This is an optimization exercise on Yosys and OpenROAD, whose aim is small area, a short achievable clock period and few clock cycles per item, not a production implementation. Where RTL was checked, it was by simulation tests only, not by an equivalence proof against the original. No activity file was given, so power comes from the tool's default toggle rates.

==> run D <==
==> flow/design.v <==
`default_nettype none
package saet_pkg;
  localparam int unsigned Depth     = 16;
  localparam int unsigned CodeWidth = 16;
  localparam int unsigned OpWidth   = 3;
  localparam int unsigned IdxWidth  = 4;
  localparam int unsigned CntWidth  = 5;
  typedef logic [CodeWidth-1:0] code_t;
  typedef logic [OpWidth-1:0]   op_t;
  typedef logic [IdxWidth-1:0]  idx_t;
  typedef logic [CntWidth-1:0]  cnt_t;
  localparam op_t OpSave   = 3'd0;
  localparam op_t OpDelete = 3'd1;
  localparam op_t OpFind   = 3'd2;
  localparam op_t OpClear  = 3'd3;
  localparam op_t OpRead   = 3'd4;
  typedef struct packed {
    logic capture;    
    logic execute;    
  } saet_cmd_t;
endpackage
`default_nettype wire
`default_nettype none
module saet_ctrl (
  input  wire logic clk_i,
  input  wire logic rst_ni,
  input  wire logic in_valid_i,
  output logic      in_ready_o,
  output logic      out_valid_o,
  input  wire logic out_ready_i,
  output logic      adv_o,
  output logic      s1_valid_o,
  output logic      s2_valid_o
);
  logic v1_q, v2_q, rv_q;
  assign adv_o       = !rv_q || out_ready_i;
  assign in_ready_o  = adv_o;
  assign out_valid_o = rv_q;
  assign s1_valid_o  = v1_q;
  assign s2_valid_o  = v2_q;
  always_ff @(posedge clk_i or negedge rst_ni) begin
    if (!rst_ni) begin
      v1_q <= 1'b0;
      v2_q <= 1'b0;
      rv_q <= 1'b0;
    end else if (adv_o) begin
      v1_q <= in_valid_i;
      v2_q <= v1_q;
      rv_q <= v2_q;
    end
  end
endmodule
`default_nettype wire
`default_nettype none
module saet_dp (
  input  wire logic                clk_i,
  input  wire logic                rst_ni,
  input  wire logic                adv_i,
  input  wire logic                s1_valid_i,
  input  wire logic                s2_valid_i,
  input  wire saet_pkg::op_t       operation_i,
  input  wire saet_pkg::code_t     code_i,
  input  wire saet_pkg::idx_t      index_i,
  output logic                     hit_o,
  output saet_pkg::code_t          entry_value_o,
  output saet_pkg::code_t          lowest_code_o,
  output saet_pkg::cnt_t           active_count_o
);
  localparam int unsigned D = saet_pkg::Depth;
  saet_pkg::code_t table_q [D];
  logic [D-1:0]    live_q;           
  saet_pkg::cnt_t  cnt_q;
  saet_pkg::op_t   op1_q;
  saet_pkg::code_t code1_q;
  saet_pkg::idx_t  idx1_q;
  logic            save2_q, del2_q, clr2_q, zero2_q;
  saet_pkg::code_t code2_q;
  saet_pkg::idx_t  idx2_q;
  logic [D-1:0]    lt2_q;            
  logic            hit2_q;           
  logic            hit_r_q;
  saet_pkg::code_t entry_r_q;
  logic ins, del, clr;
  assign ins = save2_q && !zero2_q && !hit2_q && !lt2_q[D-1];
  assign del = del2_q && !zero2_q && hit2_q;
  assign clr = clr2_q;
  saet_pkg::code_t table_n [D];
  logic [D-1:0]    live_n;
  saet_pkg::cnt_t  cnt_n;
  for (genvar j = 0; j < D; j++) begin : g_upd
    logic at_ins;    
    if (j == 0) begin : g_f
      assign at_ins = 1'b1;
    end else begin : g_r
      assign at_ins = lt2_q[j-1];
    end
    always_comb begin
      table_n[j] = table_q[j];
      if (!lt2_q[j]) begin
        if (ins) begin
          if (at_ins) table_n[j] = code2_q;
          else if (j > 0) table_n[j] = table_q[(j > 0) ? j-1 : 0];
        end else if (del) begin
          if (j < D-1) table_n[j] = table_q[(j < D-1) ? j+1 : j];
        end
      end
    end
  end
  always_comb begin
    live_n = live_q;
    cnt_n  = cnt_q;
    if (ins) begin
      live_n = {live_q[D-2:0], 1'b1};
      if (!live_q[D-1]) cnt_n = cnt_q + saet_pkg::cnt_t'(1);
    end else if (del) begin
      live_n = {1'b0, live_q[D-1:1]};
      cnt_n  = cnt_q - saet_pkg::cnt_t'(1);
    end else if (clr) begin
      live_n = '0;
      cnt_n  = '0;
    end
  end
  always_ff @(posedge clk_i) begin
    if (adv_i && s2_valid_i) begin
      for (int k = 0; k < D; k++) table_q[k] <= table_n[k];
    end
  end
  always_ff @(posedge clk_i or negedge rst_ni) begin
    if (!rst_ni) begin
      live_q <= '0;
      cnt_q  <= '0;
    end else if (adv_i && s2_valid_i) begin
      live_q <= live_n;
      cnt_q  <= cnt_n;
    end
  end
  always_ff @(posedge clk_i) begin
    if (adv_i) begin
      hit_r_q   <= zero2_q ? !live_q[D-1] : hit2_q;
      entry_r_q <= live_n[idx2_q] ? table_n[idx2_q] : '0;
    end
  end
  logic [D-1:0] lt_t, eq_t, lt_n;
  logic         hit_t, hit_n, lt_ab, eq_ab;
  logic         ins_v, del_v, clr_v;
  for (genvar i = 0; i < D; i++) begin : g_cmp
    assign lt_t[i] = live_q[i] && (table_q[i] < code1_q);
    assign eq_t[i] = live_q[i] && (table_q[i] == code1_q);
  end
  assign hit_t = |eq_t;
  assign lt_ab = code2_q < code1_q;
  assign eq_ab = code2_q == code1_q;
  assign ins_v = s2_valid_i && ins;
  assign del_v = s2_valid_i && del;
  assign clr_v = s2_valid_i && clr;
  for (genvar j = 0; j < D; j++) begin : g_adj
    logic at_ins;
    if (j == 0) begin : g_f
      assign at_ins = 1'b1;
    end else begin : g_r
      assign at_ins = lt2_q[j-1];
    end
    always_comb begin
      lt_n[j] = lt_t[j];
      if (clr_v) begin
        lt_n[j] = 1'b0;
      end else if (!lt2_q[j]) begin
        if (ins_v) begin
          if (at_ins) lt_n[j] = lt_ab;
          else if (j > 0) lt_n[j] = lt_t[(j > 0) ? j-1 : 0];
        end else if (del_v) begin
          lt_n[j] = (j < D-1) ? lt_t[(j < D-1) ? j+1 : j] : 1'b0;
        end
      end
    end
  end
  always_comb begin
    hit_n = hit_t;
    if (clr_v)      hit_n = 1'b0;
    else if (ins_v) hit_n = (hit_t && !eq_t[D-1]) || eq_ab;    
    else if (del_v) hit_n = hit_t && !eq_ab;
  end
  always_ff @(posedge clk_i) begin
    if (adv_i) begin
      save2_q <= (op1_q == saet_pkg::OpSave);
      del2_q  <= (op1_q == saet_pkg::OpDelete);
      clr2_q  <= (op1_q == saet_pkg::OpClear);
      zero2_q <= (code1_q == '0);
      code2_q <= code1_q;
      idx2_q  <= idx1_q;
      lt2_q   <= lt_n;
      hit2_q  <= hit_n;
      op1_q   <= operation_i;
      code1_q <= code_i;
      idx1_q  <= index_i;
    end
  end
  assign hit_o          = hit_r_q;
  assign entry_value_o  = entry_r_q;
  assign lowest_code_o  = live_q[0] ? table_q[0] : '0;
  assign active_count_o = cnt_q;
endmodule
`default_nettype wire
`default_nettype none
module sorted_active_error_table_core (
  input  wire logic        clk_i,
  input  wire logic        rst_ni,
  input  wire logic        req_valid_i,
  output logic             req_ready_o,
  input  wire logic [2:0]  req_operation_i,
  input  wire logic [15:0] req_code_i,
  input  wire logic [3:0]  req_index_i,
  output logic             rsp_valid_o,
  input  wire logic        rsp_ready_i,
  output logic             rsp_hit_o,
  output logic [15:0]      rsp_entry_value_o,
  output logic [15:0]      rsp_lowest_code_o,
  output logic [4:0]       rsp_active_count_o
);
  logic adv, s1_valid, s2_valid;
  saet_ctrl u_ctrl (
    .clk_i      (clk_i),
    .rst_ni     (rst_ni),
    .in_valid_i (req_valid_i),
    .in_ready_o (req_ready_o),
    .out_valid_o(rsp_valid_o),
    .out_ready_i(rsp_ready_i),
    .adv_o      (adv),
    .s1_valid_o (s1_valid),
    .s2_valid_o (s2_valid)
  );
  saet_dp u_dp (
    .clk_i         (clk_i),
    .rst_ni        (rst_ni),
    .adv_i         (adv),
    .s1_valid_i    (s1_valid),
    .s2_valid_i    (s2_valid),
    .operation_i   (req_operation_i),
    .code_i        (req_code_i),
    .index_i       (req_index_i),
    .hit_o         (rsp_hit_o),
    .entry_value_o (rsp_entry_value_o),
    .lowest_code_o (rsp_lowest_code_o),
    .active_count_o(rsp_active_count_o)
  );
endmodule
`default_nettype wire
==> flow/run.sh <==
#!/bin/bash
# synth_recipe.tcl (not shown) runs the flow's synth.tcl, then flattens the netlist and writes it again
# the make line also repeats each setting of config.mk as NAME=value (left out here)
make -C /OpenROAD-flow-scripts/flow DESIGN_CONFIG=/design/flow/config.mk WORK_HOME=/design/flow/orfs CLKGATE_MAP_FILE= SYNTH_SCRIPT=/design/flow/synth_recipe.tcl finish
==> flow/config.mk <==
export PLATFORM = sky130hd
export DESIGN_NAME = sorted_active_error_table_core
export DESIGN_NICKNAME = sorted_active_error_table_core
export VERILOG_FILES = /design/flow/design.v
export SDC_FILE = /design/flow/constraint.sdc
export NUM_CORES = 4
export LEC_CHECK = 0
export CAP_MARGIN = 20
export CORE_MARGIN = 2
export CORE_UTILIZATION = 40
export SLEW_MARGIN = 20
==> flow/constraint.sdc <==
create_clock -name core_clock -period 7.0 [get_ports {clk_i}]
set_input_delay 1.4000 -clock core_clock [delete_from_list [all_inputs] [get_ports {clk_i}]]
set_output_delay 1.4000 -clock core_clock [all_outputs]
set_load 0.01 [all_outputs]
==> run F (differences from run D) <==
--- a/flow/design.v
+++ b/flow/design.v
@@ -73,7 +73,7 @@
   saet_pkg::op_t   op1_q;
   saet_pkg::code_t code1_q;
   saet_pkg::idx_t  idx1_q;
-  logic            save2_q, del2_q, clr2_q, zero2_q;
+  logic            ins2_q, del2_q, clr2_q;    
   saet_pkg::code_t code2_q;
   saet_pkg::idx_t  idx2_q;
   logic [D-1:0]    lt2_q;            
@@ -81,30 +81,38 @@
   logic            hit_r_q;
   saet_pkg::code_t entry_r_q;
   logic ins, del, clr;
-  assign ins = save2_q && !zero2_q && !hit2_q && !lt2_q[D-1];
-  assign del = del2_q && !zero2_q && hit2_q;
+  assign ins = ins2_q;
+  assign del = del2_q;
   assign clr = clr2_q;
   saet_pkg::code_t table_n [D];
   logic [D-1:0]    live_n;
   saet_pkg::cnt_t  cnt_n;
+  logic app, ins_a, del_a;
+  assign app   = adv_i;
+  assign ins_a = app && ins;
+  assign del_a = app && del;
   for (genvar j = 0; j < D; j++) begin : g_upd
-    logic at_ins;    
+    logic sel_c, sel_u, sel_d, sel_h;
+    saet_pkg::code_t src_u, src_d;
     if (j == 0) begin : g_f
-      assign at_ins = 1'b1;
+      assign sel_c = ins_a && !lt2_q[j];
+      assign sel_u = 1'b0;
+      assign src_u = '0;
     end else begin : g_r
-      assign at_ins = lt2_q[j-1];
-    end
-    always_comb begin
-      table_n[j] = table_q[j];
-      if (!lt2_q[j]) begin
-        if (ins) begin
-          if (at_ins) table_n[j] = code2_q;
-          else if (j > 0) table_n[j] = table_q[(j > 0) ? j-1 : 0];
-        end else if (del) begin
-          if (j < D-1) table_n[j] = table_q[(j < D-1) ? j+1 : j];
-        end
-      end
-    end
+      assign sel_c = ins_a && !lt2_q[j] && lt2_q[j-1];
+      assign sel_u = ins_a && !lt2_q[j-1];
+      assign src_u = table_q[j-1];
+    end
+    if (j == D-1) begin : g_l
+      assign sel_d = 1'b0;
+      assign src_d = '0;
+    end else begin : g_i
+      assign sel_d = del_a && !lt2_q[j];
+      assign src_d = table_q[j+1];
+    end
+    assign sel_h = !(sel_c || sel_u || sel_d);
+    assign table_n[j] = ({16{sel_h}} & table_q[j]) | ({16{sel_u}} & src_u) |
+                        ({16{sel_d}} & src_d) | ({16{sel_c}} & code2_q);
   end
   always_comb begin
     live_n = live_q;
@@ -121,38 +129,38 @@
     end
   end
   always_ff @(posedge clk_i) begin
-    if (adv_i && s2_valid_i) begin
-      for (int k = 0; k < D; k++) table_q[k] <= table_n[k];
-    end
+    for (int k = 0; k < D; k++) table_q[k] <= table_n[k];
   end
   always_ff @(posedge clk_i or negedge rst_ni) begin
     if (!rst_ni) begin
       live_q <= '0;
       cnt_q  <= '0;
-    end else if (adv_i && s2_valid_i) begin
+    end else if (adv_i) begin
       live_q <= live_n;
       cnt_q  <= cnt_n;
     end
   end
   always_ff @(posedge clk_i) begin
     if (adv_i) begin
-      hit_r_q   <= zero2_q ? !live_q[D-1] : hit2_q;
+      hit_r_q   <= hit2_q;
       entry_r_q <= live_n[idx2_q] ? table_n[idx2_q] : '0;
     end
   end
   logic [D-1:0] lt_t, eq_t, lt_n;
   logic         hit_t, hit_n, lt_ab, eq_ab;
-  logic         ins_v, del_v, clr_v;
+  logic         ins_v, del_v, clr_v, zero1;
+  assign zero1 = (code1_q == '0);
   for (genvar i = 0; i < D; i++) begin : g_cmp
-    assign lt_t[i] = live_q[i] && (table_q[i] < code1_q);
-    assign eq_t[i] = live_q[i] && (table_q[i] == code1_q);
+    logic l, e;
+    saet_cmp u_cmp (.a_i(table_q[i]), .b_i(code1_q), .lt_o(l), .eq_o(e));
+    assign lt_t[i] = live_q[i] && l;
+    assign eq_t[i] = live_q[i] && e;
   end
   assign hit_t = |eq_t;
-  assign lt_ab = code2_q < code1_q;
-  assign eq_ab = code2_q == code1_q;
-  assign ins_v = s2_valid_i && ins;
-  assign del_v = s2_valid_i && del;
-  assign clr_v = s2_valid_i && clr;
+  saet_cmp u_cmp_ab (.a_i(code2_q), .b_i(code1_q), .lt_o(lt_ab), .eq_o(eq_ab));
+  assign ins_v = ins;
+  assign del_v = del;
+  assign clr_v = clr;
   for (genvar j = 0; j < D; j++) begin : g_adj
     logic at_ins;
     if (j == 0) begin : g_f
@@ -182,14 +190,13 @@
   end
   always_ff @(posedge clk_i) begin
     if (adv_i) begin
-      save2_q <= (op1_q == saet_pkg::OpSave);
-      del2_q  <= (op1_q == saet_pkg::OpDelete);
-      clr2_q  <= (op1_q == saet_pkg::OpClear);
-      zero2_q <= (code1_q == '0);
+      ins2_q  <= s1_valid_i && (op1_q == saet_pkg::OpSave) && !zero1 && !hit_n && !lt_n[D-1];
+      del2_q  <= s1_valid_i && (op1_q == saet_pkg::OpDelete) && !zero1 && hit_n;
+      clr2_q  <= s1_valid_i && (op1_q == saet_pkg::OpClear);
       code2_q <= code1_q;
       idx2_q  <= idx1_q;
       lt2_q   <= lt_n;
-      hit2_q  <= hit_n;
+      hit2_q  <= zero1 ? !live_n[D-1] : hit_n;    
       op1_q   <= operation_i;
       code1_q <= code_i;
       idx1_q  <= index_i;
@@ -199,6 +206,34 @@
   assign entry_value_o  = entry_r_q;
   assign lowest_code_o  = live_q[0] ? table_q[0] : '0;
   assign active_count_o = cnt_q;
+endmodule
+`default_nettype wire
+module saet_cmp (
+  input  wire logic [15:0] a_i,
+  input  wire logic [15:0] b_i,
+  output logic             lt_o,
+  output logic             eq_o
+);
+  logic [15:0] l0, e0;
+  logic [7:0]  l1, e1;
+  logic [3:0]  l2, e2;
+  logic [1:0]  l3, e3;
+  assign l0 = ~a_i & b_i;
+  assign e0 = ~(a_i ^ b_i);
+  for (genvar k = 0; k < 8; k++) begin : g1
+    assign l1[k] = l0[2*k+1] | (e0[2*k+1] & l0[2*k]);
+    assign e1[k] = e0[2*k+1] & e0[2*k];
+  end
+  for (genvar k = 0; k < 4; k++) begin : g2
+    assign l2[k] = l1[2*k+1] | (e1[2*k+1] & l1[2*k]);
+    assign e2[k] = e1[2*k+1] & e1[2*k];
+  end
+  for (genvar k = 0; k < 2; k++) begin : g3
+    assign l3[k] = l2[2*k+1] | (e2[2*k+1] & l2[2*k]);
+    assign e3[k] = e2[2*k+1] & e2[2*k];
+  end
+  assign lt_o = l3[1] | (e3[1] & l3[0]);
+  assign eq_o = e3[1] & e3[0];
 endmodule
 `default_nettype wire
 `default_nettype none
==> run M (differences from run D) <==
--- a/flow/design.v
+++ b/flow/design.v
@@ -73,7 +73,7 @@
   saet_pkg::op_t   op1_q;
   saet_pkg::code_t code1_q;
   saet_pkg::idx_t  idx1_q;
-  logic            save2_q, del2_q, clr2_q, zero2_q;
+  logic            ins2_q, del2_q, clr2_q;    
   saet_pkg::code_t code2_q;
   saet_pkg::idx_t  idx2_q;
   logic [D-1:0]    lt2_q;            
@@ -81,30 +81,38 @@
   logic            hit_r_q;
   saet_pkg::code_t entry_r_q;
   logic ins, del, clr;
-  assign ins = save2_q && !zero2_q && !hit2_q && !lt2_q[D-1];
-  assign del = del2_q && !zero2_q && hit2_q;
+  assign ins = ins2_q;
+  assign del = del2_q;
   assign clr = clr2_q;
   saet_pkg::code_t table_n [D];
   logic [D-1:0]    live_n;
   saet_pkg::cnt_t  cnt_n;
+  logic app, ins_a, del_a;
+  assign app   = adv_i;
+  assign ins_a = app && ins;
+  assign del_a = app && del;
   for (genvar j = 0; j < D; j++) begin : g_upd
-    logic at_ins;    
+    logic sel_c, sel_u, sel_d, sel_h;
+    saet_pkg::code_t src_u, src_d;
     if (j == 0) begin : g_f
-      assign at_ins = 1'b1;
+      assign sel_c = ins_a && !lt2_q[j];
+      assign sel_u = 1'b0;
+      assign src_u = '0;
     end else begin : g_r
-      assign at_ins = lt2_q[j-1];
-    end
-    always_comb begin
-      table_n[j] = table_q[j];
-      if (!lt2_q[j]) begin
-        if (ins) begin
-          if (at_ins) table_n[j] = code2_q;
-          else if (j > 0) table_n[j] = table_q[(j > 0) ? j-1 : 0];
-        end else if (del) begin
-          if (j < D-1) table_n[j] = table_q[(j < D-1) ? j+1 : j];
-        end
-      end
-    end
+      assign sel_c = ins_a && !lt2_q[j] && lt2_q[j-1];
+      assign sel_u = ins_a && !lt2_q[j-1];
+      assign src_u = table_q[j-1];
+    end
+    if (j == D-1) begin : g_l
+      assign sel_d = 1'b0;
+      assign src_d = '0;
+    end else begin : g_i
+      assign sel_d = del_a && !lt2_q[j];
+      assign src_d = table_q[j+1];
+    end
+    assign sel_h = !(sel_c || sel_u || sel_d);
+    assign table_n[j] = ({16{sel_h}} & table_q[j]) | ({16{sel_u}} & src_u) |
+                        ({16{sel_d}} & src_d) | ({16{sel_c}} & code2_q);
   end
   always_comb begin
     live_n = live_q;
@@ -121,38 +129,38 @@
     end
   end
   always_ff @(posedge clk_i) begin
-    if (adv_i && s2_valid_i) begin
-      for (int k = 0; k < D; k++) table_q[k] <= table_n[k];
-    end
+    for (int k = 0; k < D; k++) table_q[k] <= table_n[k];
   end
   always_ff @(posedge clk_i or negedge rst_ni) begin
     if (!rst_ni) begin
       live_q <= '0;
       cnt_q  <= '0;
-    end else if (adv_i && s2_valid_i) begin
+    end else if (adv_i) begin
       live_q <= live_n;
       cnt_q  <= cnt_n;
     end
   end
   always_ff @(posedge clk_i) begin
     if (adv_i) begin
-      hit_r_q   <= zero2_q ? !live_q[D-1] : hit2_q;
+      hit_r_q   <= hit2_q;
       entry_r_q <= live_n[idx2_q] ? table_n[idx2_q] : '0;
     end
   end
   logic [D-1:0] lt_t, eq_t, lt_n;
   logic         hit_t, hit_n, lt_ab, eq_ab;
-  logic         ins_v, del_v, clr_v;
+  logic         ins_v, del_v, clr_v, zero1;
+  assign zero1 = (code1_q == '0);
   for (genvar i = 0; i < D; i++) begin : g_cmp
-    assign lt_t[i] = live_q[i] && (table_q[i] < code1_q);
-    assign eq_t[i] = live_q[i] && (table_q[i] == code1_q);
+    logic l, e;
+    saet_cmp u_cmp (.a_i(table_q[i]), .b_i(code1_q), .lt_o(l), .eq_o(e));
+    assign lt_t[i] = live_q[i] && l;
+    assign eq_t[i] = live_q[i] && e;
   end
   assign hit_t = |eq_t;
-  assign lt_ab = code2_q < code1_q;
-  assign eq_ab = code2_q == code1_q;
-  assign ins_v = s2_valid_i && ins;
-  assign del_v = s2_valid_i && del;
-  assign clr_v = s2_valid_i && clr;
+  saet_cmp u_cmp_ab (.a_i(code2_q), .b_i(code1_q), .lt_o(lt_ab), .eq_o(eq_ab));
+  assign ins_v = ins;
+  assign del_v = del;
+  assign clr_v = clr;
   for (genvar j = 0; j < D; j++) begin : g_adj
     logic at_ins;
     if (j == 0) begin : g_f
@@ -182,14 +190,13 @@
   end
   always_ff @(posedge clk_i) begin
     if (adv_i) begin
-      save2_q <= (op1_q == saet_pkg::OpSave);
-      del2_q  <= (op1_q == saet_pkg::OpDelete);
-      clr2_q  <= (op1_q == saet_pkg::OpClear);
-      zero2_q <= (code1_q == '0);
+      ins2_q  <= s1_valid_i && (op1_q == saet_pkg::OpSave) && !zero1 && !hit_n && !lt_n[D-1];
+      del2_q  <= s1_valid_i && (op1_q == saet_pkg::OpDelete) && !zero1 && hit_n;
+      clr2_q  <= s1_valid_i && (op1_q == saet_pkg::OpClear);
       code2_q <= code1_q;
       idx2_q  <= idx1_q;
       lt2_q   <= lt_n;
-      hit2_q  <= hit_n;
+      hit2_q  <= zero1 ? !live_n[D-1] : hit_n;    
       op1_q   <= operation_i;
       code1_q <= code_i;
       idx1_q  <= index_i;
@@ -199,6 +206,34 @@
   assign entry_value_o  = entry_r_q;
   assign lowest_code_o  = live_q[0] ? table_q[0] : '0;
   assign active_count_o = cnt_q;
+endmodule
+`default_nettype wire
+module saet_cmp (
+  input  wire logic [15:0] a_i,
+  input  wire logic [15:0] b_i,
+  output logic             lt_o,
+  output logic             eq_o
+);
+  logic [15:0] l0, e0;
+  logic [7:0]  l1, e1;
+  logic [3:0]  l2, e2;
+  logic [1:0]  l3, e3;
+  assign l0 = ~a_i & b_i;
+  assign e0 = ~(a_i ^ b_i);
+  for (genvar k = 0; k < 8; k++) begin : g1
+    assign l1[k] = l0[2*k+1] | (e0[2*k+1] & l0[2*k]);
+    assign e1[k] = e0[2*k+1] & e0[2*k];
+  end
+  for (genvar k = 0; k < 4; k++) begin : g2
+    assign l2[k] = l1[2*k+1] | (e1[2*k+1] & l1[2*k]);
+    assign e2[k] = e1[2*k+1] & e1[2*k];
+  end
+  for (genvar k = 0; k < 2; k++) begin : g3
+    assign l3[k] = l2[2*k+1] | (e2[2*k+1] & l2[2*k]);
+    assign e3[k] = e2[2*k+1] & e2[2*k];
+  end
+  assign lt_o = l3[1] | (e3[1] & l3[0]);
+  assign eq_o = e3[1] & e3[0];
 endmodule
 `default_nettype wire
 `default_nettype none
--- a/flow/config.mk
+++ b/flow/config.mk
@@ -8,4 +8,5 @@
 export CAP_MARGIN = 20
 export CORE_MARGIN = 2
 export CORE_UTILIZATION = 40
+export SETUP_SLACK_MARGIN = 4.5
 export SLEW_MARGIN = 20
==> summary of the runs <==
Between run F and run D, the lower combinational power is in run D (gap about 50%, measured against run D). Cell area, lowest first: run F, run D, run M. In clock-buffer cell count, run F and run M do not differ. Of run F and run M, run M has the higher power (gap 14%, measured against run M). Of run F and run M, run F has the higher hold slack (gap 0.00089 ns).
==> figures <==
|  | run M | run F | run D |
|---|---|---|---|
| Initial cell density of the core | 40.42% | 40.42% | 40.60% |
| Per-cell via count in the routed design | 7.408 | 7.363 | 6.915 |
| RePlAce Congestion | 1.083 | 1.090 | 1.015 |
| Critical path endpoint category | flop | flop | output pin |
| Clock sink count | 360 | 360 | 361 |
| Most frequent cell after synthesis | nand2_1 | nand2_1 | edfxtp_1 |
| Multi-input comb cells | 2289 | 2286 | 2154 |
| Result of the run | no timing/DRC/antenna violations | no timing/DRC/antenna violations | no timing/DRC/antenna violations |
| Clock Skew | 0.02712 ns | 0.01907 ns | 0.01798 ns |
| Plain + repair buffers | 471 | 195 | 163 |
| Aggregate routed wire length | 177.1 mm | 164.4 mm | 126.8 mm |
| Global routing usage on met2 | 69.59% | 66.34% | 50.63% |
Testbench counts of run D, summed over its fixed seeds: cycles 16,024, items 16,000.
Only the layout flow was run in run F and run M; the RTL was not checked for function there.

[port drivers added, routing unchanged]
Ports are ideal in the flow. The routed layouts listed here were re-timed in OpenROAD. Step 1 assumes that a clkbuf_16 drives the clock port and a buf_2 every other input. Step 2, shift: input delay + t, output delay - t, t = (earliest + latest rising clock arrival at the registers) / 2. This alone moves slack from input paths to output paths. a / b / c = no drivers / after step 1 / after step 2; a / b = the first two.
run | shift t [ns] | setup slack, ns | latest minus earliest clock arrival (ns)
run D | 0.673 | 2.512 / 2.481 / 2.177 | 0.020 / 0.020
run F | 0.675 | 1.782 / 1.826 / 1.151 | 0.019 / 0.020
run M | 0.677 | 3.350 / 3.364 / 2.687 | 0.027 / 0.028
After both steps every run listed still meets setup and hold. For run M, which loses most, drivers alone change the setup slack by +0.014 ns; drivers and shift together by -0.663 ns.
